Background: an optimization exercise with open tools, aiming at small area and a short achievable clock period. Do not read the settings as production practice.
RTL that was checked went through simulation tests only; none was proved equivalent to the original.
For runs 2 to 4, only the layout was checked, not whether the RTL still works.
Power and IR drop assume default switching activity.

==> flow/design.v <==
module fb_slot_scheduler #(
    parameter int NSLOT     = 256,
    parameter int SLOT_BITS = 12
) (
    input  logic        aclk,
    input  logic        reset_i,
    output logic [7:0]  m_slot_tdata,
    output logic        m_slot_tvalid,
    input  logic        m_slot_tready,
    input  logic [7:0]  s_done_tdata,
    input  logic        s_done_tvalid,
    output logic        s_done_tready,
    input  logic [31:0] s_nack_tdata,
    input  logic        s_nack_tvalid,
    output logic        s_nack_tready,
    output logic [31:0] m_event_tdata,
    output logic        m_event_tvalid,
    input  logic        m_event_tready,
    input  logic [15:0] s_ack_tdata,
    input  logic        s_ack_tvalid,
    output logic        s_ack_tready,
    output logic        allow_o,
    output logic [8:0]  allow_count_o,
    output logic        err_o
);
    localparam int IDX_W = (NSLOT > 1) ? $clog2(NSLOT) : 1;
    typedef enum logic {ST_INIT, ST_RUN} state_t;
    state_t state_q, state_d;
    logic [7:0]       fifo_mem [256];
    logic [7:0]       rd_ptr, wr_ptr;
    logic [8:0]       count;
    logic [NSLOT-1:0] busy;
    logic       run, init_wr, pop, ack_fire, ack_ok, push;
    logic [7:0] ack_slot, push_data;
    logic       ev_free, nack_fire, done_fire;
    logic [7:0] ev_slot;
    assign run      = (state_q == ST_RUN);
    assign init_wr  = (state_q == ST_INIT) && (count != 9'(NSLOT));
    assign pop      = m_slot_tvalid && m_slot_tready;
    assign ack_fire = s_ack_tvalid && s_ack_tready;
    assign ack_slot = s_ack_tdata[7:0];
    assign ack_ok   = ack_fire && (s_ack_tdata[11:8] == 4'h0)
                      && ({1'b0, ack_slot} < 9'(NSLOT)) && busy[ack_slot[IDX_W-1:0]];
    assign push      = init_wr || ack_ok;
    assign push_data = init_wr ? wr_ptr : ack_slot;
    assign m_slot_tvalid = run && (count != 9'd0);
    assign m_slot_tdata  = fifo_mem[rd_ptr];
    assign s_ack_tready  = run;
    assign allow_count_o = count;
    assign ev_free       = !m_event_tvalid || m_event_tready;
    assign s_nack_tready = run && ev_free;
    assign s_done_tready = run && ev_free && !s_nack_tvalid;
    assign nack_fire     = s_nack_tvalid && s_nack_tready;
    assign done_fire     = s_done_tvalid && s_done_tready;
    assign ev_slot       = nack_fire ? s_nack_tdata[7:0] : s_done_tdata[7:0];
    always_comb begin
        state_d = state_q;
        case (state_q)
            ST_INIT: if (count == 9'(NSLOT)) state_d = ST_RUN;
            ST_RUN:  state_d = ST_RUN;
            default: state_d = ST_INIT;
        endcase
    end
    always_ff @(posedge aclk or posedge reset_i) begin
        if (reset_i) state_q <= ST_INIT;
        else         state_q <= state_d;
    end
    always_ff @(posedge aclk) begin
        if (push) fifo_mem[wr_ptr] <= push_data;
    end
    always_ff @(posedge aclk or posedge reset_i) begin
        if (reset_i) begin
            rd_ptr  <= '0;
            wr_ptr  <= '0;
            count   <= '0;
            busy    <= '0;
            allow_o <= 1'b0;
            err_o   <= 1'b0;
        end else begin
            if (push) wr_ptr <= wr_ptr + 8'd1;
            if (pop)  rd_ptr <= rd_ptr + 8'd1;
            case ({push, pop})
                2'b10:   count <= count + 9'd1;
                2'b01:   count <= count - 9'd1;
                default: count <= count;
            endcase
            if (ack_ok) busy[ack_slot[IDX_W-1:0]] <= 1'b0;
            if (pop)    busy[m_slot_tdata[IDX_W-1:0]] <= 1'b1;
            allow_o <= ack_fire && s_ack_tdata[15];
            if (ack_fire && !ack_ok) err_o <= 1'b1;
        end
    end
    always_ff @(posedge aclk or posedge reset_i) begin
        if (reset_i) begin
            m_event_tvalid <= 1'b0;
            m_event_tdata  <= '0;
        end else if (ev_free) begin
            m_event_tvalid <= nack_fire || done_fire;
            if (nack_fire || done_fire) m_event_tdata <= 32'(ev_slot) << SLOT_BITS;
        end
    end
endmodule
==> flow/run.sh <==
#!/bin/bash
# synth_recipe.tcl (not shown) runs the flow's synth.tcl, then flattens the netlist and writes it again
# the make line also repeats each setting of config.mk as NAME=value (left out here)
make -C /OpenROAD-flow-scripts/flow DESIGN_CONFIG=/design/flow/config.mk WORK_HOME=/design/flow/orfs CLKGATE_MAP_FILE= SYNTH_SCRIPT=/design/flow/synth_recipe.tcl finish
==> flow/config.mk <==
export PLATFORM = sky130hd
export DESIGN_NAME = fb_slot_scheduler
export DESIGN_NICKNAME = fb_slot_scheduler
export VERILOG_FILES = /design/flow/design.v
export SDC_FILE = /design/flow/constraint.sdc
export NUM_CORES = 4
export LEC_CHECK = 0
export CAP_MARGIN = 20
export CORE_MARGIN = 2
export CORE_UTILIZATION = 45
export PLACE_DENSITY = 0.6
export SETUP_SLACK_MARGIN = 0.25
export SLEW_MARGIN = 20
==> flow/constraint.sdc <==
create_clock -name core_clock -period 7.0 [get_ports {aclk}]
set_input_delay 1.4000 -clock core_clock [delete_from_list [all_inputs] [get_ports {aclk}]]
set_output_delay 1.4000 -clock core_clock [all_outputs]
set_load 0.01 [all_outputs]
==> run_results.csv, run 1 <==
group,metric,value,unit
outcome,status,"no timing/DRC/antenna violations",
hold_path,min_path_cells,1,
logic_synthesis,synth_common_cells,"2048 x edfxtp_1, 564 x mux4_2, 381 x o21ai_0, 313 x nor2_1, 293 x dfrtp_1",
sta,fin_crit_sh,0.976,
worst_setup_path,crit_arrival,5.43,ns
worst_setup_path,r2r_cells,14,
logic_synthesis,synthCells,5123,
global_routing,grt.busiest_layer,"met2",
global_routing,use_met1,0.371,
logic_synthesis,ys_seq_area_frac,0.729,
sta,period_minus_slack,6.83,ns
place,post-dp-hpwl,178,mm
worst_setup_path,r2r-start,"rd_ptr[2]",
finish,num-fill-cells,16900,
worst_setup_path,r2r_slack,0.71,ns
logic_synthesis,synth.distinct_cells,86,
die,ioPinCount,119,
finish,multi_input_area,24000,µm²
clocking,clock-sinks,2341,
clocking,cts_made_buffers,230,
logic_synthesis,async_reset_ff_frac,0.125,
routing,drc_errors,0,
place,dp.cells,7941,
finish,area_growth,13.5,%
hold_path,whs_endpoint,"err_o",
clocking,cts_tree,"built",
logic_synthesis,synthFlopType,"edfxtp_1",
logic_synthesis,synth-edff-count,2048,
routing,viasPerCell,6.28,
pwr,vdd_drop_max,240,µV
routing,initialDrtViolationCount,7031,
logic_synthesis,synth_top_area_share,0.651,
clocking,clk_pin_slew_worst_paths,0.06,ns
logic_synthesis,postSynthAreaPerCell,18.4,µm²
sta,finalMaxSlewViolations,0,
finish,drive_gt1_frac,0.225,
clocking,hold_buffers,0,
logic_synthesis,synth_area_leaders,"edfxtp_1 65%, mux4_2 13%, dfrtp_1 7.8%, o21ai_0 2.0%, mux2i_1 1.4%",
finish,nets,5467,
die,placementRows,168,
pwr,cellLeakagePower,35.1,nW
sta,max_slew_margin,0.184,
run,drv_cap,0,
sta,worst_slew_pin_slew,1.22,ns
worst_setup_path,end_kind,"output port",
clocking,root_buffer,"clkbuf_16",
sta,finalHoldViolCount,0,
logic_synthesis,yosys_warnings,1,
global_routing,grt_pass1_vias,51600,
worst_setup_path,cp-start-kind,"flop",
hold_path,hp-start,"err_o",
finish,final_cells,8391,
global_routing,grtUsageTotal,0.263,
worst_setup_path,rr_endpoint,"busy[7]",
die,die_h,462,µm
hold_path,holdCritPathClass,"reg2reg",
global_routing,grt_pass1_wl,396,mm
global_routing,grtUsageMet3,0.0574,
global_routing,antenna_found_initial,10,
sta,fmax,0.146,GHz
logic_synthesis,synth_most_common_cell,"edfxtp_1",
routing,wl_per_cell,33.5,µm
global_routing,use_met2,0.405,
worst_setup_path,startpoint,"rd_ptr[3]",
sta,final.setup_skew,0.0764,ns
worst_setup_path,path_class,"reg2out",
sta,hold_ws,0.489,ns
logic_synthesis,synth_seq_cells,2341,
place,portBuffers,67,
routing,dr.pass1.iters,6,
worst_setup_path,critPathMaxFanout,36,
clocking,cts_max_path_buffers,3,
routing,via_count,52700,
die,die_area,213000,µm²
place,gp_congestion,0.883,
pwr,power.total,27.4,mW
global_routing,overflow,0,
pwr,power_density,255,nW/µm²
sta,finalSetupViolations,0,
die,core_area,209000,µm²
logic_synthesis,syn_area,94400,µm²
worst_setup_path,required,5.60,ns
global_routing,grt_start_max_net_pins,198,
routing,drt-total-wl,281,mm
clocking,clock_latency,0.90,ns
routing,ant_nets,0,
clocking,cts_htree_levels,4,
sta,rsz0062_at_grt,"true",
logic_synthesis,yosys.area.top_type,"edfxtp_1",
die,die_w,462,µm
sta,setup_tns,0,ns
die,start_util,0.451,
finish,seq_area,68800,µm²
[how the worst max path moves through the flow]
stage	endpoint	slack (ns)	cells after the start
floorplan	count[8]	0.29	23
global placement	count[8]	0.14	20
detailed placement	count[8]	0.33	20
CTS	m_slot_tdata[4]	0.24	8
global route	m_slot_tdata[4]	0.17	10
finish	m_slot_tdata[2]	0.17	10
[cells by family (layout without fill, tap and decap cells)]
family	count (synthesis)	count (layout)	synth area share
xor+xnor	34	34	0.00339
compound gates	885	885	0.0561
mux	741	741	0.154
other cells	1	31	0.0000397
fa+ha+maj	22	22	0.00300
flops	2341	2341	0.729
buf+inv	366	799	0.0197
simple gates	733	733	0.0346
[worst max-delay path, stage by stage, from the launching register on]
cell and delay [ns]:
dfrtp_4 0.73, buf_4 0.30, nor2b_2 0.90, a22oi_1 0.33, and3_1 0.30, a2111oi_0 0.49, buf_4 0.24, a311oi_1 0.07
a2bb2oi_2 0.44, inv_2 0.12, clkdlybuf4s50_1 0.57
[final cells by class]
cell class / instances / area share
diodes: 7 / 0.000163
clock inverters: 143 / 0.0120
multi-input cells: 2439 / 0.224
repair buffers: 338 / 0.0302
flip-flops and latches: 2341 / 0.643
clock buffers: 286 / 0.0569
well taps: 2805 / 0.0328
inverters: 32 / 0.00121
[layout by cell type, fill, tap and decap left out, drive strengths merged, types with 10 or more instances in the layout]
cell type      netlist  layout
a2111oi             10      10
a211oi              10      10
a21oi               55      55
a221oi              19      19
a22oi               83      83
a31oi               16      16
and2                20      20
buf                202     274
bufinv               0      18
clkbuf             132     286
clkdlybuf4s50        0      64
clkinv               2     111
conb                 1      24
dfrtp              293     293
edfxtp            2048    2048
ha                  21      21
inv                 30      38
mux2                39      39
mux2i              138     138
mux4               564     564
nand2              191     191
nand2b              32      32
nand3               73      73
nand4               16      16
nor2               313     313
nor2b               23      23
nor3                19      19
o211ai              17      17
o21ai              536     536
o22ai               41      41
o41ai               16      16
xnor2               27      27
[layer usage]
layer	vias to the layer above	wire length, µm
met5	-	98
met4	14	11100
met3	544	26600
met2	2838	130000
met1	28000	113000
li1	21300	-
[stage by stage]
stage          setup slack [ns]  area (µm²)  utilization
6_report                  0.166      107000        0.512
5_1_grt                   0.169      107000        0.512
4_1_cts                   0.240      107000        0.512
3_5_place_dp              0.328       99500        0.476
3_3_place_gp              0.136       99500        0.476
2_1_floorplan             0.286       94500            -
[timing repair]
action | in CTS | in global routing
pin swaps | 1 | 0
setup endpoints to repair | 8 | 7
gates resized for setup | 1 | 4
cloned | 0 | 0
buffers inserted | 13 | 0
[power by group]
part,switching [mW],internal (mW)
Clock,5.38,6.84
Combinational,0.115,0.0559
Sequential,0,15.0
[sequential cells by signal, indices dropped and copies added, names as in the netlist, 8 cells and up]
name and flops:
m_event_tdata 8, count 9, busy 256, fifo_mem 2048, wr_ptr 8, rd_ptr 8
==> run 2: changes to the inputs <==
==> flow/design.v (replaced) <==
module fb_slot_scheduler (
    input  logic        aclk,
    input  logic        reset_i,
    output logic [7:0]  m_slot_tdata,
    output logic        m_slot_tvalid,
    input  logic        m_slot_tready,
    input  logic [7:0]  s_done_tdata,
    input  logic        s_done_tvalid,
    output logic        s_done_tready,
    input  logic [31:0] s_nack_tdata,
    input  logic        s_nack_tvalid,
    output logic        s_nack_tready,
    output logic [31:0] m_event_tdata,
    output logic        m_event_tvalid,
    input  logic        m_event_tready,
    input  logic [15:0] s_ack_tdata,
    input  logic        s_ack_tvalid,
    output logic        s_ack_tready,
    output logic        allow_o,
    output logic [8:0]  allow_count_o,
    output logic        err_o
);
    logic [7:0] fifo_mem [256];
    logic [7:0] head_q, rdn_q, wr_q;
    logic [8:0] count_q;
    logic       run_q, vld_q, full_q;
    logic [255:0] busy_q;
    logic       pop, ack_fire, ack_pre, ack_ok, push;
    logic [7:0] ack_slot, wdata;
    logic       cnt0, cnt1;
    logic [8:0] count_d;
    logic       ev_free;
    assign ack_slot = s_ack_tdata[7:0];
    assign pop      = vld_q && m_slot_tready;
    assign ack_fire = run_q && s_ack_tvalid;
    assign ack_pre  = ack_fire && (s_ack_tdata[11:8] == 4'h0);
    assign ack_ok   = ack_pre && busy_q[ack_slot];
    assign push     = run_q ? ack_ok : !full_q;
    assign wdata    = run_q ? ack_slot : wr_q;
    assign cnt0 = (count_q == 9'd0);
    assign cnt1 = (count_q == 9'd1);
    always_comb begin
        case ({push, pop})
            2'b10:   count_d = count_q + 9'd1;
            2'b01:   count_d = count_q - 9'd1;
            default: count_d = count_q;
        endcase
    end
    assign m_slot_tvalid = vld_q;
    assign m_slot_tdata  = head_q;
    assign s_ack_tready  = run_q;
    assign allow_count_o = count_q;
    assign ev_free       = !m_event_tvalid || m_event_tready;
    assign s_nack_tready = run_q && ev_free;
    assign s_done_tready = run_q && ev_free && !s_nack_tvalid;
    always_ff @(posedge aclk) begin
        if (!full_q) fifo_mem[wr_q] <= wdata;
    end
    always_ff @(posedge aclk) begin
        if (pop)       head_q <= cnt1 ? wdata : fifo_mem[rdn_q];
        else if (cnt0) head_q <= wdata;
    end
    always_ff @(posedge aclk) begin
        for (int i = 0; i < 256; i++) begin
            if (pop && head_q == 8'(i))
                busy_q[i] <= 1'b1;
            else if ((!run_q || (s_ack_tvalid && s_ack_tdata[11:8] == 4'h0)) && wdata == 8'(i))
                busy_q[i] <= 1'b0;
        end
    end
    always_ff @(posedge aclk or posedge reset_i) begin
        if (reset_i) begin
            run_q   <= 1'b0;
            vld_q   <= 1'b0;
            full_q  <= 1'b0;
            rdn_q   <= 8'd1;
            wr_q    <= 8'd0;
            count_q <= 9'd0;
            allow_o <= 1'b0;
            err_o   <= 1'b0;
        end else begin
            if (!run_q && full_q) run_q <= 1'b1;
            vld_q   <= (run_q || full_q) && (count_d != 9'd0);
            full_q  <= count_d[8];
            if (push) wr_q  <= wr_q + 8'd1;
            if (pop)  rdn_q <= rdn_q + 8'd1;
            count_q <= count_d;
            allow_o <= ack_fire && s_ack_tdata[15];
            if (ack_fire && !ack_ok) err_o <= 1'b1;
        end
    end
    logic [7:0] ev_slot_q;
    always_ff @(posedge aclk or posedge reset_i) begin
        if (reset_i) m_event_tvalid <= 1'b0;
        else if (ev_free) m_event_tvalid <= run_q && (s_nack_tvalid || s_done_tvalid);
    end
    always_ff @(posedge aclk) begin
        if (ev_free) ev_slot_q <= s_nack_tvalid ? s_nack_tdata[7:0] : s_done_tdata[7:0];
    end
    assign m_event_tdata = {12'b0, ev_slot_q, 12'b0};
endmodule
==> run_results.csv, run 2 <==
group,metric,value,unit
logic_synthesis,synthCells,5239,
logic_synthesis,synth-edff-count,2064,
routing,dr.pass1.iters,6,
hold_path,whs_endpoint,"busy_q[109]",
pwr,vdd_drop_max,313,µV
hold_path,holdCritPathClass,"reg2reg",
sta,finalMaxSlewViolations,0,
sta,max_slew_margin,0.220,
worst_setup_path,end_kind,"flop",
logic_synthesis,synth.distinct_cells,80,
logic_synthesis,async_reset_ff_frac,0.0128,
clocking,clock-sinks,2350,
logic_synthesis,synth_top_area_share,0.665,
finish,reg_top3,"fifo_mem (2048), busy_q (256), count_q (9)",
worst_setup_path,cp-start-kind,"primary input",
finish,layout_commonest_cell,"edfxtp_1",
worst_setup_path,rr_endpoint,"head_q[4]",
die,die_area,211000,µm²
sta,rsz0062_at_grt,"false",
clocking,root_buffer,"clkbuf_16",
clocking,cts_htree_levels,4,
finish,largest_register_ffs,2048,
finish,num-fill-cells,16700,
pwr,power.total,40.2,mW
place,placed_area,96500,µm²
clocking,cts_made_buffers,228,
routing,wl_per_cell,30.6,µm
sta,worst_slew_pin_slew,1.17,ns
finish,multi_input_area,23300,µm²
sta,final.setup_skew,0.0382,ns
logic_synthesis,synth_common_cells,"2064 x edfxtp_1, 559 x o21ai_0, 486 x mux4_2, 342 x nor2_1, 281 x mux2i_1",
die,start_util,0.451,
logic_synthesis,syn_area,93200,µm²
global_routing,overflow,0,
worst_setup_path,path_class,"in2reg",
clocking,post_cts_buffers,0,
logic_synthesis,yosys.area.top_type,"edfxtp_1",
place,gp_congestion,0.868,
finish,nets,5388,
sta,period_minus_slack,5.59,ns
worst_setup_path,r2r-start,"rdn_q[0]",
finish,fin_area,104000,µm²
routing,drc_errors,0,
logic_synthesis,postSynthAreaPerCell,17.8,µm²
routing,initialDrtViolationCount,6162,
sta,fmax,0.179,GHz
logic_synthesis,synth_area_leaders,"edfxtp_1 67%, mux4_2 12%, dfxtp_1 5.5%, mux2i_1 3.0%, o21ai_0 3.0%",
pwr,cellLeakagePower,33.0,nW
die,ioPinCount,119,
clocking,post_cts_resized,0,
clocking,clock_latency,0.89,ns
sta,finalHoldViolCount,0,
sta,finalSetupViolations,0,
global_routing,grt_pass1_wl,359,mm
routing,drt-total-wl,251,mm
finish,seq_area,67900,µm²
sta,hold_ws,0.478,ns
global_routing,grt_pass1_vias,49500,
finish,area_growth,11.7,%
worst_setup_path,cpLargestDelayFamily,"compound AO/OA/AOI/OAI gates",
clocking,cts_max_path_buffers,3,
die,core_area,206000,µm²
worst_setup_path,crit_arrival,6.32,ns
place,post-dp-hpwl,149,mm
sta,fin_crit_sh,0.799,
worst_setup_path,required,7.73,ns
logic_synthesis,synth_most_common_cell,"edfxtp_1",
worst_setup_path,critPathMaxStageDelay,0.70,ns
worst_setup_path,critPathMaxFanout,12,
die,placementRows,167,
place,place_ws,0.623,ns
clocking,clk_pin_slew_worst_paths,0.06,ns
logic_synthesis,synth_seq_cells,2350,
place,dp.cells,7784,
routing,via_count,50900,
worst_setup_path,cp_cell_sequence,"clkdlybuf4s50_1, clkinv_1, nor2_1, a2111oi_0, a211o_1, a32oi_1, o211ai_2, nand2_2, ha_1, inv_1, o21ai_0, o21ai_0, o31ai_1, nor2_1, or4b_2, o41a_1",
place,portBuffers,67,
die,die_w,459,µm
worst_setup_path,r2r_slack,2.26,ns
pwr,power_density,386,nW/µm²
sta,setup_tns,0,ns
worst_setup_path,crit_slowest_cell,"clkdlybuf4s50_1",
hold_path,min_path_cells,2,
global_routing,grtUsageTotal,0.236,
routing,ant_nets,0,
finish,final_cells,8213,
clocking,cts_tree,"built",
sta,layout_setup_ws,1.41,ns
finish,largest-register,"fifo_mem",
worst_setup_path,r2r_cells,9,
routing,viasPerCell,6.19,
finish,drive_gt1_frac,0.179,
die,die_h,459,µm
global_routing,antenna_found_initial,2,
logic_synthesis,synthFlopType,"edfxtp_1",
finish,final_cell_mix,"2064 x edfxtp_1, 559 x o21ai_0, 486 x mux4_2, 339 x nor2_1, 281 x mux2i_1",
clocking,hold_buffers,0,
finish,utilization,0.504,
worst_setup_path,critical_path_buf_inv_count,3,
logic_synthesis,yosys_warnings,1,
global_routing,grt_start_max_net_pins,193,
logic_synthesis,ys_seq_area_frac,0.728,
run,drv_cap,0,
outcome,status,"no timing/DRC/antenna violations",
hold_path,hp-start,"busy_q[109]",
## run 2: cell types whose count changed in the layout (fill, tap and decap cells not counted), moves of 31 or more
cell and delta:
dfrtp_1 -264, dfxtp_1 +256, o21ai_0 +181, o21ai_1 -150
mux2i_1 +145, buf_4 -130, o221ai_1 +95, mux4_2 -78
a22oi_1 -33, a21oi_1 +31
## run 2: power by group
group,total (mW),internal (mW),switching [mW]
clock network,12.2,6.89,5.36
logic,11.5,4.52,7.03
registers,16.4,15.8,0.602
## run 2: layer usage
layer / vias up / global-route usage / part of all wire
met5: - / 0 / 0.000052
met4: 2 / 0.0705 / 0.028
met3: 412 / 0.0460 / 0.088
met2: 2418 / 0.368 / 0.47
met1: 26800 / 0.338 / 0.41
li1: 21300 / - / -
## run 2: how the worst max path moves through the flow
stage	slack (ns)	depth (start not counted)	start	endpoint
CTS	1.54	16	s_ack_tdata[3]	vld_q
global route	1.18	16	s_ack_tdata[3]	vld_q
detailed placement	0.62	16	s_ack_tdata[3]	vld_q
finish	1.41	16	s_ack_tdata[3]	vld_q
floorplan	0.84	11	s_ack_tdata[0]	busy_q[236]
global placement	0.60	16	s_ack_tdata[3]	vld_q
## run 2: worst register-to-register path, cell delays in order, from the launching register on
cell	delay, ns
dfstp_4	1.06
buf_12	0.38
buf_12	0.28
mux4_2	0.56
a22oi_1	0.29
nand2_1	0.15
a211oi_1	0.60
a21oi_1	0.08
o21ai_0	0.69
a221oi_1	0.32
## run 2: logic make-up (layout without fill, tap and decap cells)
| family | after synthesis | after routing | share of synthesized area |
|---|---|---|---|
| compound gates | 974 | 974 | 0.0630 |
| xor+xnor | 14 | 14 | 0.00132 |
| fa+ha+maj | 11 | 11 | 0.00148 |
| buf+inv | 393 | 639 | 0.0229 |
| flops | 2350 | 2350 | 0.728 |
| mux | 785 | 785 | 0.151 |
| other cells | 1 | 25 | 0.0000403 |
| simple gates | 711 | 711 | 0.0323 |
## run 2: cell type report
class	instances	area share
Sequential cell	2350	0.652
Multi-Input combinational cell	2519	0.224
Clock buffer	299	0.0590
Tap cell	2704	0.0325
Timing Repair Buffer	188	0.0182
Clock inverter	125	0.0125
Inverter	27	0.00137
Antenna cell	1	0.0000240
==> run 3: changes to the inputs <==
--- a/flow/design.v
+++ b/flow/design.v
@@ -41,9 +41,11 @@
     assign cnt1 = (count_q == 9'd1);
-    always_comb begin
-        case ({push, pop})
-            2'b10:   count_d = count_q + 9'd1;
-            2'b01:   count_d = count_q - 9'd1;
-            default: count_d = count_q;
-        endcase
-    end
+    logic       cnt255, cnt_ge2;
+    logic [8:0] cnt_inc, cnt_dec;
+    logic [7:0] wr_inc;
+    assign cnt255  = (count_q == 9'd255);
+    assign cnt_ge2 = (count_q[8:1] != 8'd0);
+    assign cnt_inc = count_q + 9'd1;
+    assign cnt_dec = count_q - 9'd1;
+    assign wr_inc  = wr_q + 8'd1;
+    assign count_d = (push == pop) ? count_q : (push ? cnt_inc : cnt_dec);
     assign m_slot_tvalid = vld_q;
@@ -82,5 +84,5 @@
             if (!run_q && full_q) run_q <= 1'b1;
-            vld_q   <= (run_q || full_q) && (count_d != 9'd0);
-            full_q  <= count_d[8];
-            if (push) wr_q  <= wr_q + 8'd1;
+            vld_q   <= (run_q || full_q) && (cnt_ge2 || (cnt1 && (push || !pop)) || (cnt0 && push));
+            full_q  <= (full_q && (push || !pop)) || (cnt255 && push && !pop);
+            if (push) wr_q  <= wr_inc;
             if (pop)  rdn_q <= rdn_q + 8'd1;
--- a/flow/config.mk
+++ b/flow/config.mk
@@ -11,3 +11,3 @@
 export PLACE_DENSITY = 0.6
-export SETUP_SLACK_MARGIN = 0.25
+export SETUP_SLACK_MARGIN = 3.6
 export SLEW_MARGIN = 20
==> run_results.csv, run 3 <==
group,metric,value,unit
clocking,clock_latency,0.88,ns
routing,via_count,48100,
sta,fmax,0.244,GHz
worst_setup_path,required,7.79,ns
die,start_util,0.452,
die,ioPinCount,119,
finish,drive_gt1_frac,0.301,
clocking,cts_tree,"built",
sta,finalMaxSlewViolations,0,
logic_synthesis,async_reset_ff_frac,0.0132,
global_routing,antenna_found_initial,8,
worst_setup_path,crit_arrival,4.89,ns
sta,fin_crit_sh,0.586,
place,gp_congestion,0.828,
die,die_h,457,µm
logic_synthesis,synth_top_area_share,0.671,
logic_synthesis,synthFlopType,"edfxtp_1",
worst_setup_path,cp-start-kind,"primary input",
worst_setup_path,path_class,"in2reg",
logic_synthesis,synthCells,4664,
finish,fin_area,107000,µm²
clocking,root_buffer,"clkbuf_16",
clocking,cts_max_path_buffers,3,
run,drv_cap,0,
global_routing,overflow,0,
logic_synthesis,postSynthAreaPerCell,19.8,µm²
pwr,vdd_drop_max,288,µV
finish,layout_commonest_cell,"edfxtp_1",
place,placed_area,96100,µm²
logic_synthesis,ys_seq_area_frac,0.735,
finish,multi_input_area,24000,µm²
logic_synthesis,synth_most_common_cell,"edfxtp_1",
routing,ant_nets,0,
clocking,clock-sinks,2351,
die,die_w,457,µm
routing,dr.pass1.iters,8,
routing,drt-total-wl,245,mm
place,portBuffers,67,
routing,drc_errors,0,
worst_setup_path,critPathMaxFanout,60,
finish,nets,4992,
sta,hold_ws,0.458,ns
clocking,cts_made_buffers,232,
sta,setup_tns,0,ns
outcome,status,"no timing/DRC/antenna violations",
logic_synthesis,synth-edff-count,2064,
finish,reg_top3,"fifo_mem (2048), busy_q (256), count_q (9)",
pwr,power.total,33.8,mW
die,core_area,204000,µm²
finish,num-fill-cells,15900,
global_routing,grt_pass1_wl,348,mm
routing,initialDrtViolationCount,5566,
routing,wl_per_cell,31.4,µm
sta,worst_slew_pin_slew,1.28,ns
clocking,clk_pin_slew_worst_paths,0.06,ns
pwr,power_density,315,nW/µm²
clocking,cts_htree_levels,4,
die,placementRows,166,
finish,largest_register_ffs,2048,
sta,finalHoldViolCount,0,
sta,rsz0062_at_grt,"true",
global_routing,grt_start_max_net_pins,210,
global_routing,grtUsageTotal,0.231,
worst_setup_path,end_kind,"flop",
logic_synthesis,synth.distinct_cells,67,
logic_synthesis,synth_seq_cells,2351,
finish,largest-register,"fifo_mem",
die,die_area,209000,µm²
hold_path,holdCritPathClass,"reg2reg",
sta,period_minus_slack,4.10,ns
finish,seq_area,67900,µm²
sta,final.setup_skew,0.0372,ns
routing,viasPerCell,6.16,
sta,finalSetupViolations,0,
finish,area_growth,16.2,%
sta,max_slew_margin,0.147,
logic_synthesis,yosys_warnings,1,
pwr,cellLeakagePower,32.2,nW
sta,layout_setup_ws,2.90,ns
logic_synthesis,synth_area_leaders,"edfxtp_1 67%, mux4_2 18%, dfxtp_1 5.6%, o21ai_0 2.8%, nor2_1 1.2%",
finish,final_cell_mix,"2064 x edfxtp_1, 730 x mux4_2, 352 x o21ai_0, 256 x dfxtp_1, 251 x clkbuf_16",
global_routing,grt_pass1_vias,47600,
place,place_ws,0.908,ns
logic_synthesis,synth_common_cells,"2064 x edfxtp_1, 730 x mux4_2, 513 x o21ai_0, 299 x nor2_1, 256 x dfxtp_1",
place,post-dp-hpwl,133,mm
logic_synthesis,yosys.area.top_type,"edfxtp_1",
logic_synthesis,syn_area,92300,µm²
run 3: critical path, cell delays in order:
cell and delay [ns]:
buf_12 0.31, buf_4 0.28, mux4_2 0.31, mux2i_1 0.24
nor3_1 0.13, a2111o_1 0.34, o32ai_2 0.11, buf_4 0.20
o31ai_4 0.08, inv_2 0.09, ha_4 0.23, or3_4 0.39
nand3b_1 0.18, a31oi_2 0.20, a32o_2 0.16, xor2_1 0.14
run 3: final timing paths:
kind	startpoint	endpoint	slack, ns	depth (start not counted)
setup / recovery	s_ack_tdata[2]	count_q[5]	2.90	16
hold / removal	err_o	err_o	0.46	1
setup reg to reg	rdn_q[0]	head_q[0]	3.10	11
hold reg to reg	err_o	err_o	0.46	1
max in group asynchronous	reset_i	rdn_q[2]	5.22	2
min in group asynchronous	reset_i	rdn_q[1]	1.23	2
run 3: cells by family (layout without fill, tap and decap cells):
family	Yosys count	after routing	synth area share
flops	2351	2351	0.735
fa+ha+maj	11	11	0.00149
buf+inv	340	767	0.0163
simple gates	563	563	0.0260
compound gates	589	590	0.0341
mux	787	789	0.185
xor+xnor	22	22	0.00209
other cells	1	28	0.0000406
run 3: area by class of cell:
cell class,count,area share
clock inverter,134,0.0109
antenna,4,0.0000933
timing repair buffer,309,0.0411
timing repair inverter,1,0.0000467
clock buffer,299,0.0582
inverter,24,0.00123
multi-input combinational,1999,0.224
tap,2688,0.0314
sequential,2351,0.633
run 3: layer usage:
layer | track usage | vias to the layer above | share of wire
li1 | - | 19700 | -
met1 | 0.329 | 25900 | 0.41
met2 | 0.368 | 2149 | 0.48
met3 | 0.0415 | 375 | 0.081
met4 | 0.0632 | 2 | 0.026
met5 | 0 | - | 0.000073
run 3: metrics by stage:
step                cells   util
floorplan            4687      -
global placement     7204  0.470
detailed placement   7205  0.470
CTS                  7745  0.519
global route         7806  0.525
finish               7809  0.525
run 3: what timing repair did:
item | 4_1_cts | 5_1_grt
pin swaps | 8 | 22
setup endpoints to repair | 1368 | 561
hold buffers | 0 | 0
gates resized for setup | 231 | 110
buffers inserted | 73 | 42
cloned | 34 | 17
run 3: power by group:
part	leakage, nW	total [mW]	internal (mW)	switching (mW)
combinational	8.08	4.98	1.68	3.30
sequential	20.5	16.6	16.5	0.123
clock	3.62	12.2	6.90	5.33
==> run 4: changes to the inputs <==
--- a/flow/design.v
+++ b/flow/design.v
@@ -22,12 +22,20 @@
 );
-    logic [7:0] fifo_mem [256];
-    logic [7:0] head_q, rdn_q, wr_q;
-    logic [8:0] count_q;
-    logic       run_q, vld_q, full_q;
+    function automatic logic [255:0] dec8(input logic [7:0] x, input logic en);
+        logic [15:0] lo, hi;
+        lo = 16'd1 << x[3:0];
+        hi = en ? (16'd1 << x[7:4]) : 16'd0;
+        for (int i = 0; i < 256; i++) dec8[i] = hi[i / 16] & lo[i % 16];
+    endfunction
+    logic [7:0]   fifo_mem [256];
+    logic [7:0]   head_q, rdn_q, wr_q;
+    logic [8:0]   count_q;
+    logic         run_q, vld_q, full_q;
     logic [255:0] busy_q;
-    logic       pop, ack_fire, ack_pre, ack_ok, push;
-    logic [7:0] ack_slot, wdata;
-    logic       cnt0, cnt1;
-    logic [8:0] count_d;
-    logic       ev_free;
+    logic         pop, ack_fire, ack_pre, ack_busy, ack_ok, push;
+    logic [7:0]   ack_slot, wdata, rdata;
+    logic [255:0] wsel, rsel, asel, hsel;
+    logic         cnt0, cnt1, cnt255, cnt_ge2;
+    logic [8:0]   count_d;
+    logic [7:0]   wr_inc;
+    logic         ev_free;
     assign ack_slot = s_ack_tdata[7:0];
@@ -36,16 +44,26 @@
     assign ack_pre  = ack_fire && (s_ack_tdata[11:8] == 4'h0);
-    assign ack_ok   = ack_pre && busy_q[ack_slot];
+    assign asel     = dec8(ack_slot, 1'b1);
+    assign ack_busy = |(busy_q & asel);
+    assign ack_ok   = ack_pre && ack_busy;
     assign push     = run_q ? ack_ok : !full_q;
     assign wdata    = run_q ? ack_slot : wr_q;
-    assign cnt0 = (count_q == 9'd0);
-    assign cnt1 = (count_q == 9'd1);
-    logic       cnt255, cnt_ge2;
-    logic [8:0] cnt_inc, cnt_dec;
-    logic [7:0] wr_inc;
+    assign cnt0    = (count_q == 9'd0);
+    assign cnt1    = (count_q == 9'd1);
     assign cnt255  = (count_q == 9'd255);
     assign cnt_ge2 = (count_q[8:1] != 8'd0);
-    assign cnt_inc = count_q + 9'd1;
-    assign cnt_dec = count_q - 9'd1;
     assign wr_inc  = wr_q + 8'd1;
-    assign count_d = (push == pop) ? count_q : (push ? cnt_inc : cnt_dec);
+    logic [8:0] inc_t, dec_t, cnt_push, cnt_nopush;
+    always_comb begin
+        for (int i = 0; i < 9; i++) begin
+            inc_t[i] = 1'b1;
+            dec_t[i] = 1'b1;
+            for (int j = 0; j < i; j++) begin
+                inc_t[i] = inc_t[i] & count_q[j];
+                dec_t[i] = dec_t[i] & !count_q[j];
+            end
+        end
+    end
+    assign cnt_push   = count_q ^ (inc_t & {9{!pop}});
+    assign cnt_nopush = count_q ^ (dec_t & {9{pop}});
+    assign count_d    = ({9{push}} & cnt_push) | ({9{!push}} & cnt_nopush);
     assign m_slot_tvalid = vld_q;
@@ -57,7 +75,15 @@
     assign s_done_tready = run_q && ev_free && !s_nack_tvalid;
+    assign wsel = dec8(wr_q, !full_q);
+    assign rsel = dec8(rdn_q, 1'b1);
+    assign hsel = dec8(head_q, pop);
     always_ff @(posedge aclk) begin
-        if (!full_q) fifo_mem[wr_q] <= wdata;
+        for (int i = 0; i < 256; i++)
+            if (wsel[i]) fifo_mem[i] <= wdata;
+    end
+    always_comb begin
+        rdata = 8'd0;
+        for (int i = 0; i < 256; i++) rdata = rdata | (fifo_mem[i] & {8{rsel[i]}});
     end
     always_ff @(posedge aclk) begin
-        if (pop)       head_q <= cnt1 ? wdata : fifo_mem[rdn_q];
+        if (pop)       head_q <= cnt1 ? wdata : rdata;
         else if (cnt0) head_q <= wdata;
@@ -65,8 +91,4 @@
     always_ff @(posedge aclk) begin
-        for (int i = 0; i < 256; i++) begin
-            if (pop && head_q == 8'(i))
-                busy_q[i] <= 1'b1;
-            else if ((!run_q || (s_ack_tvalid && s_ack_tdata[11:8] == 4'h0)) && wdata == 8'(i))
-                busy_q[i] <= 1'b0;
-        end
+        for (int i = 0; i < 256; i++)
+            busy_q[i] <= run_q && (hsel[i] || (busy_q[i] && !(ack_pre && asel[i])));
     end
==> run_results.csv, run 4 <==
group,metric,value,unit
finish,reg_top3,"fifo_mem (2048), busy_q (256), count_q (9)",
logic_synthesis,synth_area_leaders,"edfxtp_1 69%, dfxtp_1 5.7%, a22oi_1 4.1%, nor2_1 2.3%, a221oi_1 1.7%",
die,ioPinCount,119,
finish,area_growth,25.7,%
global_routing,grt_pass1_wl,744,mm
logic_synthesis,yosys.area.top_type,"edfxtp_1",
place,portBuffers,67,
sta,finalMaxSlewViolations,0,
place,gp_congestion,1.21,
logic_synthesis,synth_most_common_cell,"edfxtp_1",
global_routing,grt_start_max_net_pins,163,
worst_setup_path,critPathMaxFanout,17,
logic_synthesis,synthFlopType,"edfxtp_1",
clocking,clock_latency,1.03,ns
worst_setup_path,path_class,"reg2reg",
hold_path,whs_endpoint,"err_o",
worst_setup_path,r2r_slack,2.56,ns
finish,num-fill-cells,15800,
global_routing,grtUsageTotal,0.580,
pwr,vdd_drop_max,315,µV
worst_setup_path,r2r-start,"rdn_q[3]",
logic_synthesis,ys_seq_area_frac,0.750,
finish,largest_register_ffs,2048,
routing,drt-total-wl,606,mm
die,die_w,452,µm
logic_synthesis,syn_area,90500,µm²
sta,rsz0062_at_grt,"true",
worst_setup_path,rr_endpoint,"head_q[6]",
die,start_util,0.453,
place,dp.cells,9081,
run,drv_cap,0,
worst_setup_path,crit_arrival,5.18,ns
logic_synthesis,synthCells,6109,
hold_path,hp-start,"err_o",
routing,viasPerCell,8.04,
sta,fin_crit_sh,0.635,
sta,setup_tns,0,ns
finish,nets,7030,
logic_synthesis,synth.distinct_cells,85,
pwr,cellLeakagePower,35.9,nW
logic_synthesis,postSynthAreaPerCell,14.8,µm²
finish,drive_gt1_frac,0.279,
routing,drc_errors,0,
clocking,cts_made_buffers,274,
finish,fin_area,114000,µm²
die,core_area,200000,µm²
finish,largest-register,"fifo_mem",
clocking,clock-sinks,2351,
logic_synthesis,synth_top_area_share,0.685,
routing,ant_nets,0,
clocking,cts_tree,"built",
logic_synthesis,synth_common_cells,"2064 x edfxtp_1, 563 x nor2_1, 497 x a22oi_1, 384 x nand2_1, 299 x a21oi_1",
finish,final_cells,9895,
pwr,power_density,332,nW/µm²
hold_path,min_path_cells,1,
clocking,cts_htree_levels,5,
clocking,hold_buffers,0,
global_routing,grt_pass1_vias,66700,
routing,wl_per_cell,61.3,µm
sta,finalSetupViolations,0,
sta,fmax,0.225,GHz
sta,finalHoldViolCount,0,
logic_synthesis,yosys_warnings,2,
worst_setup_path,r2r_cells,9,
logic_synthesis,synth-edff-count,2064,
place,placed_area,99100,µm²
hold_path,holdCritPathClass,"reg2reg",
finish,layout_commonest_cell,"edfxtp_1",
clocking,cts_max_path_buffers,4,
logic_synthesis,synth_seq_cells,2351,
clocking,root_buffer,"clkbuf_16",
sta,worst_slew_pin_slew,1.43,ns
sta,period_minus_slack,4.44,ns
sta,final.setup_skew,0.0502,ns
die,placementRows,164,
die,die_h,452,µm
routing,via_count,79500,
outcome,status,"no timing/DRC/antenna violations",
routing,dr.pass1.iters,12,
worst_setup_path,cp-start-kind,"flop",
sta,max_slew_margin,0.0438,
clocking,clk_pin_slew_worst_paths,0.07,ns
finish,final_cell_mix,"2064 x edfxtp_1, 685 x buf_4, 451 x a22oi_1, 342 x nand2_1, 294 x a21oi_1",
logic_synthesis,async_reset_ff_frac,0.0132,
place,post-dp-hpwl,417,mm
die,die_area,205000,µm²
routing,initialDrtViolationCount,18800,
global_routing,overflow,0,
global_routing,antenna_found_initial,86,
worst_setup_path,end_kind,"flop",
worst_setup_path,required,7.74,ns
==> run 4: cell types whose count changed in the layout (fill, tap and decap cells not counted), moves of 94 or more <==
cell and change:
buf_4 +570, o21ai_1 -160, a21oi_1 +290, nand2_1 +222, a221oi_1 +115, a22oi_1 +444
nand4_1 +100, a22o_1 +151, o22ai_1 +94, mux4_2 -730, nor2_2 +101, nor2_4 +134
==> run 4: cell families after synthesis <==
kind of cell,after synthesis,synth area share
buffers and inverters,391,0.0190
multiplexers,97,0.0111
adder cells (fa/ha/maj),14,0.00194
other,1,0.0000415
XOR/XNOR,21,0.00203
AND/OR/NAND/NOR,1436,0.0744
flip-flops,2351,0.750
AO/OA/AOI/OAI,1798,0.141
==> run 4: power breakdown <==
group          switching (mW)  internal (mW)
logic                    5.02          0.934
registers               0.195           17.4
clock network            6.04           8.12
total                    11.3           26.5
==> run 4: repair_timing <==
| item | in CTS | in global routing |
|---|---|---|
| setup endpoints to repair | 81 | 123 |
| cloned | 2 | 3 |
| endpoints found under the hold margin | 0 | 0 |
| setup buffers | 169 | 67 |
| gates resized for setup | 531 | 196 |
| pin swaps | 108 | 100 |
==> run 4: through the flow <==
stage / hold WS, ns / power, mW / setup slack [ns] / utilization
floorplan: 0.448 / 19.8 / 2.53 / -
global placement: 0.453 / 22.8 / 1.38 / 0.495
detailed placement: 0.462 / 22.9 / 1.44 / 0.496
CTS: 0.471 / 36.8 / 3.09 / 0.559
global route: 0.485 / 37.7 / 2.61 / 0.568
finish: 0.471 / 37.7 / 2.56 / 0.569
==> run 4: layout make-up <==
| cell class | count | area [µm²] | area share |
|---|---|---|---|
| Tap cell | 2656 | 3320 | 0.0292 |
| Multi-Input combinational cell | 3390 | 25100 | 0.221 |
| Sequential cell | 2351 | 67900 | 0.597 |
| Antenna cell | 96 | 240 | 0.00211 |
| Clock inverter | 124 | 1010 | 0.00893 |
| Inverter | 27 | 130 | 0.00114 |
| Timing Repair Buffer | 909 | 8450 | 0.0744 |
| Clock buffer | 342 | 7450 | 0.0655 |
==> run 4: layer usage <==
layer	up-vias	part of all wire	global-route usage
li1	26500	-	-
met1	39600	0.31	0.642
met2	10300	0.37	0.740
met3	3055	0.19	0.392
met4	82	0.12	0.495
met5	-	0.0060	0.117
==> run 4: worst max-delay path, cell delays in order (launching register included) <==
cell	delay (ns)
dfrtp_4	0.51
buf_4	0.23
nor2_4	0.11
and2_2	0.32
buf_6	0.28
a22oi_1	0.20
o22ai_1	0.47
nor4_2	1.02
nand4_1	0.46
o32a_4	0.55
==> run 4: worst max-delay path by stage <==
stage          cells past startpoint      startpoint        endpoint
6_report                           9        rdn_q[3]       head_q[6]
5_1_grt                           12        rdn_q[0]       head_q[6]
4_1_cts                           10        rdn_q[0]       head_q[3]
3_5_place_dp                      11        rdn_q[6]       head_q[0]
3_3_place_gp                       9        rdn_q[3]       head_q[0]
2_1_floorplan                      6  s_ack_tdata[1]  fifo_mem[0][1]
==> run 5: changes to the inputs <==
--- a/flow/design.v
+++ b/flow/design.v
@@ -29,3 +29,5 @@
     logic [7:0]   fifo_mem [256];
-    logic [7:0]   head_q, rdn_q, wr_q;
+    logic [7:0]   head_q, rdn_q, rdn2_q, wr_q;
+    logic [7:0]   rde_q, rdo_q, lw_addr_q, lw_data_q;
+    logic         lw_v_q, nb_q, rr_q;
     logic [8:0]   count_q;
@@ -35,3 +37,3 @@
     logic [7:0]   ack_slot, wdata, rdata;
-    logic [255:0] wsel, rsel, asel, hsel;
+    logic [255:0] asel, hsel;
     logic         cnt0, cnt1, cnt255, cnt_ge2;
@@ -45,3 +47,3 @@
     assign asel     = dec8(ack_slot, 1'b1);
-    assign ack_busy = |(busy_q & asel);
+    assign ack_busy = busy_q[ack_slot];
     assign ack_ok   = ack_pre && ack_busy;
@@ -73,15 +75,16 @@
     assign ev_free       = !m_event_tvalid || m_event_tready;
-    assign s_nack_tready = run_q && ev_free;
-    assign s_done_tready = run_q && ev_free && !s_nack_tvalid;
-    assign wsel = dec8(wr_q, !full_q);
-    assign rsel = dec8(rdn_q, 1'b1);
+    assign s_nack_tready = nb_q || (rr_q && m_event_tready);
+    assign s_done_tready = s_nack_tready && !s_nack_tvalid;
     assign hsel = dec8(head_q, pop);
     always_ff @(posedge aclk) begin
-        for (int i = 0; i < 256; i++)
-            if (wsel[i]) fifo_mem[i] <= wdata;
+        if (!full_q) fifo_mem[wr_q] <= wdata;
     end
-    always_comb begin
-        rdata = 8'd0;
-        for (int i = 0; i < 256; i++) rdata = rdata | (fifo_mem[i] & {8{rsel[i]}});
+    always_ff @(posedge aclk) begin
+        rde_q     <= fifo_mem[{rdn2_q[7:1], 1'b0}];
+        rdo_q     <= fifo_mem[{rdn_q[7:1], 1'b1}];
+        lw_v_q    <= !full_q;
+        lw_addr_q <= wr_q;
+        lw_data_q <= wdata;
     end
+    assign rdata = (lw_v_q && lw_addr_q == rdn_q) ? lw_data_q : (rdn_q[0] ? rdo_q : rde_q);
     always_ff @(posedge aclk) begin
@@ -100,2 +103,3 @@
             rdn_q   <= 8'd1;
+            rdn2_q  <= 8'd2;
             wr_q    <= 8'd0;
@@ -109,3 +113,4 @@
             if (push) wr_q  <= wr_inc;
-            if (pop)  rdn_q <= rdn_q + 8'd1;
+            if (pop)  rdn_q <= rdn2_q;
+            if (pop)  rdn2_q <= rdn2_q + 8'd1;
             count_q <= count_d;
@@ -116,5 +121,14 @@
     logic [7:0] ev_slot_q;
+    logic       evv_d;
+    assign evv_d = ev_free ? (run_q && (s_nack_tvalid || s_done_tvalid)) : m_event_tvalid;
     always_ff @(posedge aclk or posedge reset_i) begin
-        if (reset_i) m_event_tvalid <= 1'b0;
-        else if (ev_free) m_event_tvalid <= run_q && (s_nack_tvalid || s_done_tvalid);
+        if (reset_i) begin
+            m_event_tvalid <= 1'b0;
+            nb_q           <= 1'b0;
+            rr_q           <= 1'b0;
+        end else begin
+            m_event_tvalid <= evv_d;
+            nb_q           <= (run_q || full_q) && !evv_d;
+            rr_q           <= run_q || full_q;
+        end
     end
==> run_results.csv, run 5 <==
group,metric,value,unit
clocking,cts_htree_levels,4,
logic_synthesis,synth_seq_cells,2394,
finish,layout_commonest_cell,"edfxtp_1",
logic_synthesis,synth_area_leaders,"edfxtp_1 65%, mux4_2 17%, dfxtp_1 6.1%, a21boi_0 2.0%, nand2_1 1.4%",
routing,initialDrtViolationCount,5443,
finish,num-fill-cells,16600,
outcome,status,"no timing/DRC/antenna violations",
finish,final_cells,8104,
run,drv_cap,0,
place,post-dp-hpwl,130,mm
clocking,cts_max_path_buffers,3,
die,die_area,214000,µm²
global_routing,grtUsageMet3,0.0377,
logic_synthesis,ys_seq_area_frac,0.726,
clocking,cts_made_buffers,233,
die,start_util,0.452,
finish,largest_register_ffs,2048,
die,die_h,463,µm
routing,viasPerCell,5.97,
logic_synthesis,synthAdderAreaFrac,0.000924,
sta,finalSetupViolations,0,
logic_synthesis,synthXorXnorAreaFrac,0.00286,
logic_synthesis,yosys.area.top_type,"edfxtp_1",
finish,nets,5164,
die,core_area,210000,µm²
worst_setup_path,r2r_slack,3.63,ns
sta,finalHoldViolCount,0,
place,gp_congestion,0.813,
worst_setup_path,rr_endpoint,"rde_q[3]",
worst_setup_path,path_class,"in2reg",
worst_setup_path,crit_arrival,4.23,ns
die,die_w,463,µm
place,dp.cells,7602,
die,ioPinCount,119,
sta,setup_tns,0,ns
clocking,root_buffer,"clkbuf_16",
sta,fmax,0.291,GHz
finish,area_growth,13.6,%
hold_path,whs_endpoint,"rdn_q[6]",
logic_synthesis,synth-edff-count,2064,
logic_synthesis,syn_area,94800,µm²
logic_synthesis,synth_top_family_by_area,"multiplexers",
finish,largest-register,"fifo_mem",
pwr,vdd_drop_max,303,µV
sta,final.setup_skew,0.0465,ns
clocking,hold_buffers,0,
sta,worst_slew_pin_slew,1.15,ns
place,portBuffers,67,
routing,dr.pass1.iters,6,
global_routing,grt_pass1_wl,345,mm
clocking,cts_tree,"built",
hold_path,min_path_cells,2,
hold_path,hp-start,"rdn2_q[6]",
routing,via_count,48400,
sta,finalMaxSlewViolations,0,
global_routing,grt_start_max_net_pins,259,
logic_synthesis,synth.distinct_cells,62,
finish,reg_top3,"fifo_mem (2048), busy_q (256), count_q (9)",
finish,drive_gt1_frac,0.250,
logic_synthesis,synth_common_cells,"2064 x edfxtp_1, 722 x mux4_2, 363 x nand2_1, 305 x nor2_1, 289 x dfxtp_1",
logic_synthesis,synth_compound_area_frac,0.0393,
routing,drt-total-wl,239,mm
logic_synthesis,synthFlopType,"edfxtp_1",
sta,rsz0062_at_grt,"true",
global_routing,use_met2,0.345,
logic_synthesis,async_reset_ff_frac,0.0171,
sta,max_slew_margin,0.228,
routing,wl_per_cell,29.5,µm
clocking,clk_pin_slew_worst_paths,0.06,ns
logic_synthesis,postSynthAreaPerCell,19.1,µm²
worst_setup_path,r2r_cells,6,
global_routing,grtUsageTotal,0.220,
global_routing,antenna_found_initial,3,
clocking,clock-sinks,2394,
global_routing,grt.busiest_layer,"met2",
logic_synthesis,synthCells,4970,
pwr,power_density,366,nW/µm²
worst_setup_path,critPathMaxFanout,8,
worst_setup_path,required,7.79,ns
sta,hold_ws,0.475,ns
logic_synthesis,synth_top_area_share,0.654,
routing,drc_errors,0,
sta,period_minus_slack,3.44,ns
worst_setup_path,cp-start-kind,"primary input",
global_routing,grt_pass1_vias,48100,
worst_setup_path,end_kind,"flop",
logic_synthesis,yosys.area_share.simple,0.0342,
finish,final_cell_mix,"2064 x edfxtp_1, 722 x mux4_2, 352 x nand2_1, 289 x dfxtp_1, 285 x nor2_1",
die,placementRows,168,
logic_synthesis,synthMuxAreaShare,0.181,
sta,fin_crit_sh,0.491,
routing,ant_nets,0,
worst_setup_path,r2r-start,"rdn2_q[1]",
global_routing,use_met1,0.320,
pwr,cellLeakagePower,33.5,nW
clocking,clock_latency,0.88,ns
hold_path,holdCritPathClass,"reg2reg",
global_routing,overflow,0,
logic_synthesis,yosys_warnings,1,
logic_synthesis,synth_most_common_cell,"edfxtp_1",
[run 5: layout make-up]
cell class	instances	area [µm²]	area share
sequential	2394	68800	0.639
clock buffer	293	6130	0.0569
clock inverter	143	1440	0.0133
antenna	4	10.0	0.0000929
timing repair buffer	212	2750	0.0255
multi-input combinational	2243	25000	0.232
tap	2805	3510	0.0326
inverter	10	37.5	0.000348
[run 5: worst max-delay path: stages]
cell and delay [ns]:
buf_16 0.11, mux4_2 0.51, mux4_2 0.50, and2_4 0.19, nor4_4 0.41, a2111oi_4 0.10
a311oi_4 0.37, buf_6 0.22, mux2i_1 0.23, xor2_1 0.16
[run 5: logic make-up (layout without fill, tap and decap cells)]
logic type | count (synthesis) | count (layout)
compound gates | 582 | 582
simple gates | 790 | 790
xor+xnor | 31 | 31
mux | 808 | 809
flops | 2394 | 2394
fa+ha+maj | 7 | 7
other cells | 1 | 28
buf+inv | 357 | 658
[run 5: timing repair]
action	CTS	global route
cloned	13	6
pin swaps	4	8
setup endpoints to repair	317	355
buffers inserted	29	8
resized for setup	62	45
[run 5: metrics by stage]
step / util / power, mW / worst slack (ns) / cell area (µm²)
final: 0.514 / 39.5 / 3.56 / 108000
after global routing: 0.514 / 40.8 / 3.52 / 108000
after global placement: 0.471 / 26.7 / 1.47 / 98600
after floorplan: - / 23.5 / 2.90 / 95100
after CTS: 0.512 / 39.8 / 3.32 / 107000
after detailed placement: 0.471 / 26.8 / 1.46 / 98600
[run 5: report_power, final]
part	leakage (nW)	total [mW]	internal (mW)	switching, mW
Sequential	21.4	16.9	16.3	0.632
Combinational	8.41	10.1	4.99	5.15
Clock	3.67	12.4	7.01	5.41
Total	33.5	39.5	28.3	11.2
[run 5: routing by layer]
layer,vias up,routed length (µm),part of all wire
met5,-,0,0
met1,25900,102000,0.43
met3,382,16900,0.070
met2,1882,114000,0.48
met4,0,5880,0.025
li1,20300,-,-
[run 5: worst max path at each step]
stage | start | end | slack, ns | cells past startpoint
2_1_floorplan | s_ack_tdata[6] | fifo_mem[0][6] | 2.90 | 2
3_3_place_gp | s_ack_tdata[0] | wr_q[1] | 1.47 | 10
3_5_place_dp | s_ack_tdata[0] | wr_q[1] | 1.46 | 10
4_1_cts | s_ack_tdata[9] | busy_q[247] | 3.32 | 7
5_1_grt | s_ack_tdata[0] | count_q[6] | 3.52 | 10
6_report | s_ack_tdata[0] | count_q[8] | 3.56 | 10
==> run 6: changes to the inputs <==
--- a/flow/config.mk
+++ b/flow/config.mk
@@ -9,4 +9,7 @@
 export CORE_MARGIN = 2
-export CORE_UTILIZATION = 45
-export PLACE_DENSITY = 0.6
+export CORE_UTILIZATION = 55
+export CTS_BUF_LIST = sky130_fd_sc_hd__clkbuf_8
+export CTS_CLUSTER_DIAMETER = 60
+export CTS_CLUSTER_SIZE = 16
+export PLACE_DENSITY = 0.7
 export SETUP_SLACK_MARGIN = 3.6
==> run_results.csv, run 6 <==
group,metric,value,unit
worst_setup_path,path_class,"in2reg",
pwr,power.total,33.7,mW
finish,reg_top3,"fifo_mem (2048), busy_q (256), count_q (9)",
clocking,cts_tree,"built",
routing,dr.pass1.iters,8,
sta,finalHoldViolCount,0,
sta,fin_crit_sh,0.505,
logic_synthesis,postSynthAreaPerCell,19.1,µm²
clocking,cts_htree_levels,4,
pwr,cellLeakagePower,31.3,nW
sta,period_minus_slack,3.53,ns
global_routing,grtUsageTotal,0.256,
global_routing,grt_pass1_wl,325,mm
worst_setup_path,crit_arrival,4.44,ns
die,die_h,419,µm
logic_synthesis,synth_most_common_cell,"edfxtp_1",
run,drv_cap,0,
clocking,clock-sinks,2394,
sta,layout_setup_ws,3.47,ns
worst_setup_path,cp-start-kind,"primary input",
die,ioPinCount,119,
finish,largest_register_ffs,2048,
hold_path,min_path_cells,2,
pwr,vdd_drop_max,304,µV
routing,viasPerCell,6.44,
sta,worst_slew_pin_slew,1.18,ns
routing,drt-total-wl,223,mm
finish,area_growth,7.49,%
logic_synthesis,synth.distinct_cells,62,
clocking,clk_pin_slew_worst_paths,0.10,ns
sta,finalMaxSlewViolations,0,
logic_synthesis,synth_top_area_share,0.654,
routing,initialDrtViolationCount,5801,
global_routing,overflow,0,
clocking,cts_made_buffers,175,
die,die_w,419,µm
worst_setup_path,r2r_cells,8,
sta,hold_ws,0.478,ns
sta,setup_tns,0,ns
sta,fmax,0.283,GHz
routing,drc_errors,0,
routing,ant_nets,0,
logic_synthesis,synth_common_cells,"2064 x edfxtp_1, 722 x mux4_2, 363 x nand2_1, 305 x nor2_1, 289 x dfxtp_1",
die,core_area,171000,µm²
hold_path,holdCritPathClass,"reg2reg",
routing,wl_per_cell,30.1,µm
pwr,power_density,330,nW/µm²
sta,finalSetupViolations,0,
logic_synthesis,synth-edff-count,2064,
worst_setup_path,critPathMaxFanout,17,
logic_synthesis,synth_area_leaders,"edfxtp_1 65%, mux4_2 17%, dfxtp_1 6.1%, a21boi_0 2.0%, nand2_1 1.4%",
place,post-dp-hpwl,126,mm
global_routing,antenna_found_initial,5,
place,gp_congestion,0.840,
logic_synthesis,syn_area,94800,µm²
finish,drive_gt1_frac,0.232,
clocking,cts_max_path_buffers,3,
sta,rsz0062_at_grt,"true",
logic_synthesis,synth_seq_cells,2394,
die,start_util,0.553,
worst_setup_path,end_kind,"flop",
worst_setup_path,required,7.91,ns
routing,via_count,47800,
logic_synthesis,async_reset_ff_frac,0.0171,
finish,largest-register,"fifo_mem",
die,placementRows,152,
finish,final_cell_mix,"2064 x edfxtp_1, 722 x mux4_2, 350 x nand2_1, 299 x nor2_1, 289 x dfxtp_1",
sta,final.setup_skew,0.0442,ns
finish,layout_commonest_cell,"edfxtp_1",
sta,max_slew_margin,0.214,
clocking,root_buffer,"clkbuf_8",
finish,utilization,0.595,
logic_synthesis,yosys.area.top_type,"edfxtp_1",
clocking,clock_latency,0.99,ns
clocking,hold_buffers,0,
finish,nets,5084,
die,die_area,176000,µm²
place,portBuffers,67,
global_routing,grt_pass1_vias,47100,
logic_synthesis,yosys_warnings,1,
place,place_ws,1.68,ns
global_routing,grt_start_max_net_pins,169,
logic_synthesis,synthFlopType,"edfxtp_1",
logic_synthesis,synthCells,4970,
outcome,status,"no timing/DRC/antenna violations",
logic_synthesis,ys_seq_area_frac,0.726,
run 6: cell counts after synthesis:
No cell type changed its count.
run 6: logic make-up after synthesis:
family | Yosys count | share of synthesized area
other | 1 | 0.0000395
buffers and inverters | 357 | 0.0159
and+or+nand+nor | 790 | 0.0342
muxes | 808 | 0.181
AOI/OAI and AO/OA | 582 | 0.0393
xor gates and xnor gates | 31 | 0.00286
adders and majority gates | 7 | 0.000924
DFF | 2394 | 0.726
run 6: area by class of cell:
cell class / count / area (µm²)
Fill cell: 12300 / 69400
Tap cell: 2310 / 2890
Clock buffer: 181 / 2490
Clock inverter: 91 / 586
Multi-Input combinational cell: 2243 / 24900
Inverter: 10 / 37.5
Timing Repair Buffer: 190 / 2170
Sequential cell: 2394 / 68800
Antenna cell: 4 / 10.0
run 6: worst paths after layout:
path,startpoint,endpoint,slack [ns]
min in group asynchronous,reset_i,err_o,1.17
max in group asynchronous,reset_i,rdn2_q[3],5.29
worst min register to register,rdn2_q[6],rdn_q[6],0.48
worst max register to register,run_q,busy_q[138],3.64
worst min-delay path,rdn2_q[6],rdn_q[6],0.48
worst max-delay path,s_ack_tdata[3],wr_q[5],3.47
run 6: power by group:
group / switching (mW) / internal (mW)
logic: 4.91 / 4.89
clock network: 4.42 / 2.60
registers: 0.611 / 16.2
total: 9.94 / 23.7
run 6: critical path: stages:
cell,delay (ns)
dlygate4sd2_1,0.51
nor2b_2,0.51
a22oi_1,0.13
a21oi_1,0.36
a2111oi_4,0.08
a2111oi_2,0.54
a311oi_4,0.10
buf_12,0.21
nor4b_1,0.39
xor2_1,0.18
run 6: timing repair:
item | 4_1_cts | 5_1_grt
endpoints found under the hold margin | 0 | 0
resized for setup | 85 | 23
gates cloned | 6 | 2
buffers inserted | 35 | 0
setup endpoints to repair | 221 | 265
pin swaps | 1 | 0
run 6: per-stage QoR:
stage / instances / cell area (µm²)
5_1_grt: 7420 / 102000
3_3_place_gp: 7100 / 97900
6_report: 7423 / 102000
3_5_place_dp: 7100 / 97900
4_1_cts: 7413 / 102000
2_1_floorplan: 4993 / 95100
run 6: routing by layer:
layer,up-vias,part of all wire,wire (µm),track usage
met5,-,0.000090,20,0
met4,2,0.030,6720,0.0773
met3,385,0.084,18800,0.0403
met2,2251,0.48,108000,0.404
met1,25300,0.40,89600,0.373
li1,19900,-,-,-
==> run 7: changes to the inputs <==
--- a/flow/design.v
+++ b/flow/design.v
@@ -46,4 +46,6 @@
     assign ack_pre  = ack_fire && (s_ack_tdata[11:8] == 4'h0);
-    assign asel     = dec8(ack_slot, 1'b1);
-    assign ack_busy = busy_q[ack_slot];
+    logic       clr_v_q;
+    logic [7:0] clr_slot_q;
+    assign asel     = dec8(clr_slot_q, clr_v_q);
+    assign ack_busy = busy_q[ack_slot] && !(clr_v_q && clr_slot_q == ack_slot);
     assign ack_ok   = ack_pre && ack_busy;
@@ -95,3 +97,7 @@
         for (int i = 0; i < 256; i++)
-            busy_q[i] <= run_q && (hsel[i] || (busy_q[i] && !(ack_pre && asel[i])));
+            busy_q[i] <= run_q && (hsel[i] || (busy_q[i] && !asel[i]));
+    end
+    always_ff @(posedge aclk) begin
+        clr_v_q    <= ack_ok;
+        clr_slot_q <= ack_slot;
     end
--- a/flow/config.mk
+++ b/flow/config.mk
@@ -11,4 +11,4 @@
 export CTS_BUF_LIST = sky130_fd_sc_hd__clkbuf_8
-export CTS_CLUSTER_DIAMETER = 60
-export CTS_CLUSTER_SIZE = 16
+export CTS_CLUSTER_DIAMETER = 50
+export CTS_CLUSTER_SIZE = 12
 export PLACE_DENSITY = 0.7
==> run_results.csv, run 7 <==
group,metric,value,unit
sta,fmax,0.280,GHz
hold_path,holdCritPathClass,"reg2reg",
die,ioPinCount,119,
finish,final_cells,7502,
finish,drive_gt1_frac,0.240,
routing,ant_nets,0,
logic_synthesis,synth_most_common_cell,"edfxtp_1",
global_routing,overflow,0,
worst_setup_path,cp_cell_sequence,"clkdlybuf4s50_1, mux2_8, buf_4",
clocking,clock_latency,1.01,ns
finish,utilization,0.601,
routing,initialDrtViolationCount,6150,
routing,dr.pass1.iters,6,
sta,max_slew_margin,0.0521,
die,placementRows,152,
routing,via_count,48000,
finish,num-fill-cells,12200,
finish,largest-register,"fifo_mem",
global_routing,antenna_found_initial,6,
global_routing,grtUsageTotal,0.254,
place,portBuffers,67,
worst_setup_path,cp-start-kind,"primary input",
clocking,clock-sinks,2403,
die,core_area,172000,µm²
logic_synthesis,synthFlopType,"edfxtp_1",
worst_setup_path,crit_arrival,4.22,ns
clocking,cts_htree_levels,4,
finish,area_growth,8.66,%
logic_synthesis,synth_common_cells,"2064 x edfxtp_1, 728 x mux4_2, 360 x nand2_1, 298 x dfxtp_1, 294 x nor2_1",
logic_synthesis,postSynthAreaPerCell,19.2,µm²
finish,fin_area,103000,µm²
worst_setup_path,critPathMaxStageDelay,0.90,ns
sta,rsz0062_at_grt,"true",
clocking,cts_tree,"built",
logic_synthesis,syn_area,94900,µm²
place,post-dp-hpwl,126,mm
sta,final.setup_skew,0.0975,ns
finish,layout_commonest_cell,"edfxtp_1",
pwr,cellLeakagePower,29.6,nW
worst_setup_path,path_class,"in2reg",
logic_synthesis,synth_area_leaders,"edfxtp_1 65%, mux4_2 17%, dfxtp_1 6.3%, a21boi_0 2.0%, nand2_1 1.4%",
logic_synthesis,synthCells,4952,
outcome,status,"no timing/DRC/antenna violations",
finish,seq_area,69000,µm²
place,gp_congestion,0.827,
sta,layout_setup_ws,3.43,ns
finish,reg_top3,"fifo_mem (2048), busy_q (256), count_q (9)",
logic_synthesis,synth-edff-count,2064,
die,die_w,419,µm
global_routing,grt_start_max_net_pins,167,
finish,nets,5144,
clocking,cts_made_buffers,228,
place,placed_area,98100,µm²
pwr,vdd_drop_max,192,µV
sta,finalSetupViolations,0,
die,start_util,0.553,
clocking,root_buffer,"clkbuf_8",
sta,worst_slew_pin_slew,1.42,ns
sta,finalHoldViolCount,0,
die,die_h,419,µm
finish,final_cell_mix,"2064 x edfxtp_1, 728 x mux4_2, 349 x nand2_1, 298 x dfxtp_1, 285 x nor2_1",
logic_synthesis,ys_seq_area_frac,0.727,
sta,fin_crit_sh,0.511,
pwr,power_density,226,nW/µm²
place,dp.cells,7089,
clocking,clk_pin_slew_worst_paths,0.08,ns
worst_setup_path,crit_slowest_cell,"clkdlybuf4s50_1",
global_routing,grt_pass1_wl,323,mm
sta,finalMaxSlewViolations,0,
routing,wl_per_cell,29.8,µm
worst_setup_path,end_kind,"flop",
routing,viasPerCell,6.40,
logic_synthesis,async_reset_ff_frac,0.0171,
finish,largest_register_ffs,2048,
worst_setup_path,critPathMaxFanout,138,
logic_synthesis,synth_seq_cells,2403,
die,die_area,176000,µm²
finish,multi_input_area,24900,µm²
logic_synthesis,synth_top_area_share,0.653,
place,place_ws,1.44,ns
logic_synthesis,yosys_warnings,1,
routing,drc_errors,0,
global_routing,grt_pass1_vias,47300,
logic_synthesis,synth.distinct_cells,47,
worst_setup_path,required,7.65,ns
run,drv_cap,0,
clocking,cts_max_path_buffers,3,
sta,period_minus_slack,3.57,ns
routing,drt-total-wl,224,mm
sta,setup_tns,0,ns
logic_synthesis,yosys.area.top_type,"edfxtp_1",
==> run 7: cells by family after synthesis <==
logic type	after synthesis	share of synthesized area
buffers and inverters	354	0.0154
AND/OR/NAND/NOR	758	0.0325
other	1	0.0000395
AO/OA/AOI/OAI	575	0.0384
multiplexers	815	0.182
flip-flops	2403	0.727
adder cells (fa/ha/maj)	7	0.000923
XOR/XNOR	39	0.00360
==> run 7: metrics by stage <==
stage	hold WS, ns	power, mW
finish	0.480	23.3
global route	0.504	24.0
CTS	0.483	23.4
detailed placement	0.466	15.8
global placement	0.457	15.8
floorplan	0.345	15.7
==> run 7: cell type report <==
class,instances,area share
sequential,2403,0.669
multi-input combinational,2220,0.241
clock buffer,233,0.0311
tap,2310,0.0280
timing repair buffer,212,0.0236
clock inverter,108,0.00641
inverter,9,0.000340
antenna,7,0.000170
==> run 7: worst paths after layout <==
check	from	endpoint	slack (ns)	cells after the start
worst max-delay path	s_ack_tdata[6]	fifo_mem[243][6]	3.43	3
worst min-delay path	busy_q[35]	busy_q[35]	0.48	2
worst max register to register	wr_q[5]	fifo_mem[241][5]	3.60	3
worst min register to register	busy_q[35]	busy_q[35]	0.48	2
max in group asynchronous	reset_i	run_q	5.34	2
min in group asynchronous	reset_i	rdn2_q[0]	1.01	2
==> run 7: worst max-delay path: cells and delay by family <==
| family | cells | cell delay (ns) |
|---|---|---|
| mux | 1 | 0.78 |
| buf+inv | 2 | 1.62 |
==> run 7: layer usage <==
layer  track usage  vias up  share of wire
met2         0.397     2296           0.48
met5             0        -       0.000031
met4        0.0704        2          0.026
li1              -    20000              -
met1         0.372    25400           0.40
met3        0.0468      346          0.088
==> run 7: power breakdown <==
| part | internal [mW] | total [mW] | switching, mW |
|---|---|---|---|
| clock | 3.19 | 7.82 | 4.64 |
| sequential | 15.3 | 15.3 | 0.00582 |
| combinational | 0.0712 | 0.173 | 0.102 |
==> run 7: timing repair <==
action | in CTS | in global routing
gates cloned | 4 | 6
gates resized for setup | 68 | 24
pin swaps | 3 | 2
buffers inserted | 36 | 19
setup endpoints to repair | 113 | 371
hold buffers | 0 | 0

## afterwards: timing with drivers on the ports
How much do the figures lean on ideal ports? The routed layouts below were timed once more, with nothing changed but the port constraints. Step 1: set_driving_cell puts a clkbuf_16 on aclk and a buf_2 on each other input, an assumption about the parent block. Step 2 moves the port delays by t, midway between the first and last clock arrival at a register: inputs arrive t later, outputs are due t later. That takes back most of the time a late clock gives input paths. Three values: no drivers, after step 1, after step 2; two values: the first two.
run | t (ns) | setup slack, ns | latest minus earliest clock arrival (ns) | worst data-port slew with drivers (ns)
run 1 | 0.960 | 0.166 / 0.074 / 0.278 | 0.081 / 0.081 | 0.05
run 2 | 0.947 | 1.410 / 1.470 / 0.524 | 0.055 / 0.055 | 0.05
run 3 | 0.941 | 2.900 / 2.844 / 1.903 | 0.043 / 0.043 | 0.16
run 4 | 1.101 | 2.557 / 2.557 / 2.169 | 0.057 / 0.057 | 0.20
run 5 | 0.941 | 3.564 / 3.368 / 2.427 | 0.056 / 0.056 | 0.31
run 6 | 1.040 | 3.467 / 3.497 / 2.457 | 0.064 / 0.065 | 0.26
run 7 | 1.045 | 3.425 / 3.477 / 2.432 | 0.102 / 0.102 | 0.20
After both steps every run listed still meets setup and hold. For run 5, which loses most, drivers alone change the setup slack by -0.196 ns; drivers and shift together by -1.137 ns.
